From an optimization exercise on the open Yosys and OpenROAD flow, aimed at a short achievable clock period and few clock cycles per item; shortcuts taken in it are not production practice. The RTL was checked by simulation tests, not by an equivalence proof against the original design.

==> inputs of run M <==
==> flow/design.v (excerpt) <==
module vft_top (
  input  logic        clk_i,
  input  logic        rst_ni,
  input  logic        in_valid_i,
  output logic        in_ready_o,
  input  logic [36:0] in_data_i,
  output logic        out_valid_o,
  input  logic        out_ready_i,
  output logic [71:0] out_data_o
);
export LEC_CHECK = 0
export ABC_CLOCK_PERIOD_IN_PS = 2500
export CAP_MARGIN = 20
export CORE_MARGIN = 2
export CORE_UTILIZATION = 45
export CTS_CLUSTER_DIAMETER = 100
export CTS_CLUSTER_SIZE = 20
export SLEW_MARGIN = 20
create_clock -name core_clock -period 8.0 [get_ports {clk_i}]
standard.sh (not shown) runs the stock make flow with config.mk's settings and CLKGATE_MAP_FILE= SYNTH_SCRIPT=/design/flow/synth_recipe.tcl, a recipe that flattens the netlist after the stock synthesis.
==> flow/flow/run.sh <==
#!/bin/bash
set -euo pipefail
bash standard.sh synth > synth.log 2>&1
bash standard.sh \
  "BUFFER_PORTS_ARGS=-buffer_cell sky130_fd_sc_hd__buf_4" \
  "IO_CONSTRAINTS=$PWD/flow/io.tcl" \
  "SETUP_SLACK_MARGIN=${MARGIN:-5.5}" \
  finish > layout.log 2>&1
test -s out/final.def
==> flow/flow/io.tcl <==
# Result side on the right edge, word side on the left edge.
set_io_pin_constraint -pin_names {out_data_o[*] out_valid_o out_ready_i in_ready_o} -region right:*
set_io_pin_constraint -pin_names {in_data_i[*] in_valid_i} -region left:*
==> inputs of run A, as changes to run M <==
--- a/flow/design.v
+++ b/flow/design.v
@@ -39,69 +39,57 @@
   output logic        in_ready_o,
   input  logic [36:0] in_data_i,
   output logic        out_valid_o,
   input  logic        out_ready_i,
   output logic [71:0] out_data_o
 );
   localparam int N    = ENTRIES;
   localparam int FW   = $clog2(N + 1);
-  localparam int CAP  = 5;            
+  localparam int CAP  = 4;            
   localparam int CW   = $clog2(CAP + 1);
   logic [N-1:0][31:0] tv_q;       
   logic [N-1:0][31:0] tc_q;       
   logic [N-1:0]       valid_q;    
   logic [N-1:0]       slot_q;     
   logic               full_q;     
   logic [FW-1:0]      fill_q;
   logic        in_ready_q;
   logic         b_vld_q;
   logic         b_op_q;
   logic [31:0]  b_val_q;
   logic [3:0]   b_idx_q;
   logic [N-1:0] hit_q;
   logic         b_new;
   logic         acc;
-  logic         i_vld_q;
-  logic [36:0]  i_data_q;
   logic [31:0]  a_val;
   logic [N-1:0] hit_d;
   logic         byp_w;
   assign acc   = in_valid_i & in_ready_q;
-  assign a_val = i_data_q[35:4];
-  always_ff @(posedge clk_i or negedge rst_ni) begin
-    if (!rst_ni) begin
-      i_vld_q <= 1'b0;
-    end else begin
-      i_vld_q <= acc;
-    end
-  end
-  always_ff @(posedge clk_i) begin
-    i_data_q <= in_data_i;
-  end
+  assign a_val = in_data_i[35:4];
   always_comb begin
     byp_w = b_new & (b_val_q == a_val);
     for (int k = 0; k < N; k++) begin
-      hit_d[k] = i_vld_q & (i_data_q[36] == vft_pkg::OP_COUNT) &
+      hit_d[k] = acc & (in_data_i[36] == vft_pkg::OP_COUNT) &
                  ((valid_q[k] & (tv_q[k] == a_val)) | (byp_w & slot_q[k]));
     end
   end
   always_ff @(posedge clk_i or negedge rst_ni) begin
     if (!rst_ni) begin
       b_vld_q <= 1'b0;
       hit_q   <= '0;
     end else begin
-      b_vld_q <= i_vld_q;
+      b_vld_q <= acc;
       hit_q   <= hit_d;
     end
   end
   always_ff @(posedge clk_i) begin
-    b_op_q  <= i_data_q[36];
+    b_op_q  <= in_data_i[36];
     b_val_q <= a_val;
-    b_idx_q <= i_data_q[3:0];
+    b_idx_q <= in_data_i[3:0];
   end
   logic               b_anyhit;
   logic               b_miss;      
   logic [N-1:0][31:0] tc_inc;      
   logic [N-1:0]       sel_d;
   logic               rd_ok;
   logic [2:0]         status_d;
   assign b_anyhit = |hit_q;
@@ -176,46 +164,43 @@
   assign res_w = {((r_op_q == vft_pkg::OP_READ) ? r_vmux : r_val_q), r_cmux, r_status_q,
                   5'(fill_q)};
   localparam int QW = $clog2(CAP);
   logic              ov_q;
   logic [71:0]       head_q;
   logic [CAP-1:0][71:0] q_q;
   logic [QW-1:0]     rp_q, wp_q, rp_nx;
   logic [CW-1:0]     qn_q;
-  logic              q_any;
   logic              take;
-  logic [71:0]       cand_hold, cand_take, cand_rdy;
-  assign q_any = (qn_q != '0);
-  assign take  = q_any & out_ready_i;
+  logic [71:0]       cand_hold, cand_take;
+  assign take  = ov_q & out_ready_i;
   assign rp_nx = (rp_q == QW'(CAP - 1)) ? '0 : rp_q + QW'(1);
   assign cand_hold = (qn_q == '0)     ? res_w : q_q[rp_q];
   assign cand_take = (qn_q == CW'(1)) ? res_w : q_q[rp_nx];
-  assign cand_rdy  = q_any ? cand_take : cand_hold;
   always_ff @(posedge clk_i or negedge rst_ni) begin
     if (!rst_ni) begin
       ov_q <= 1'b0;
       rp_q <= '0;
       wp_q <= '0;
       qn_q <= '0;
     end else begin
       if (take) begin
         ov_q <= (qn_q > CW'(1)) | r_vld_q;
         rp_q <= rp_nx;
       end else begin
-        ov_q <= q_any | r_vld_q;
+        ov_q <= (qn_q != '0) | r_vld_q;
       end
       if (r_vld_q) begin
         wp_q <= (wp_q == QW'(CAP - 1)) ? '0 : wp_q + QW'(1);
       end
       qn_q <= qn_q + CW'(r_vld_q) - CW'(take);
     end
   end
   always_ff @(posedge clk_i) begin
-    head_q <= out_ready_i ? cand_rdy : cand_hold;
+    head_q <= take ? cand_take : cand_hold;
     for (int s = 0; s < CAP; s++) begin
       if (r_vld_q && (wp_q == QW'(s))) begin
         q_q[s] <= res_w;
       end
     end
   end
   assign out_valid_o = ov_q;
   assign out_data_o  = head_q;
==> flow/run.sh (new file) <==
#!/bin/bash
# synth_recipe.tcl (not shown) runs the flow's synth.tcl, then flattens the netlist and writes it again
# the make line also repeats each setting of config.mk as NAME=value (left out here)
make -C /OpenROAD-flow-scripts/flow DESIGN_CONFIG=/design/flow/config.mk WORK_HOME=/design/flow/orfs CLKGATE_MAP_FILE= SYNTH_SCRIPT=/design/flow/synth_recipe.tcl finish
Settings changed: CTS_CLUSTER_DIAMETER 100 to unset, CTS_CLUSTER_SIZE 20 to unset, SETUP_SLACK_MARGIN set to 5.
removed: flow/flow/run.sh
removed: flow/flow/io.tcl
removed: flow/standard.sh
==> impl_metrics.json <==
{
  "postPlaceCellArea_sq_um": 77700,
  "die_x_um": 410,
  "ir_drop_v": 0.000543,
  "status": "no timing/DRC/antenna violations",
  "cpLargestDelayFamily": "simple AND/OR/NAND/NOR gates",
  "vias_per_cell": 6.87,
  "multi_input_cells": 4625
}
# the run above: run A

==> impl_metrics.json <==
{
  "status": "no timing/DRC/antenna violations",
  "postPlaceCellArea_sq_um": 81400,
  "cpLargestDelayFamily": "flip-flops",
  "multi_input_cells": 4664,
  "vias_per_cell": 6.96,
  "hold_ws_ns": 0.329,
  "wl_met1_um": 127000,
  "power_frac_seq_pct": 47.2,
  "die_x_um": 420,
  "ir_drop_v": 0.000270,
  "yosysWarnings": 1
}
# the run above: run M

Testbench counts of run M, summed over its fixed seeds: cycles 13,056, items 12,800.
Testbench counts of run A, summed over its fixed seeds: cycles 12,992, items 12,800.

[what the ideal ports hide]
In the flow no input, the clock included, has a driving cell. The finished layouts below were timed again as built, in two steps. Step 1: set_driving_cell puts a clkbuf_16 on clk_i and a buf_2 on each other input, an assumption about the parent block. Step 2 times the ports against the registers' clock, not the clock port: input delays grow and output delays shrink by t, the midpoint of the rising clock arrivals with the driver on. Slacks: ideal / step 1 / step 2; pairs: ideal / step 1.
run | shift t [ns] | setup WS [ns] | worst register clock-pin slew, ns | worst data-port slew with drivers (ns) | cell pins on the clock port's net
run M | 0.839 | 5.089 / 5.000 / 4.774 | 0.10 / 0.10 | 0.07 | 1
run A | 0.911 | 4.866 / 4.941 / 4.030 | 0.07 / 0.07 | 0.04 | 1
After both steps setup and hold are still met in every run listed. For run A, which loses most, drivers alone change the setup slack by +0.075 ns; drivers and shift together by -0.836 ns.
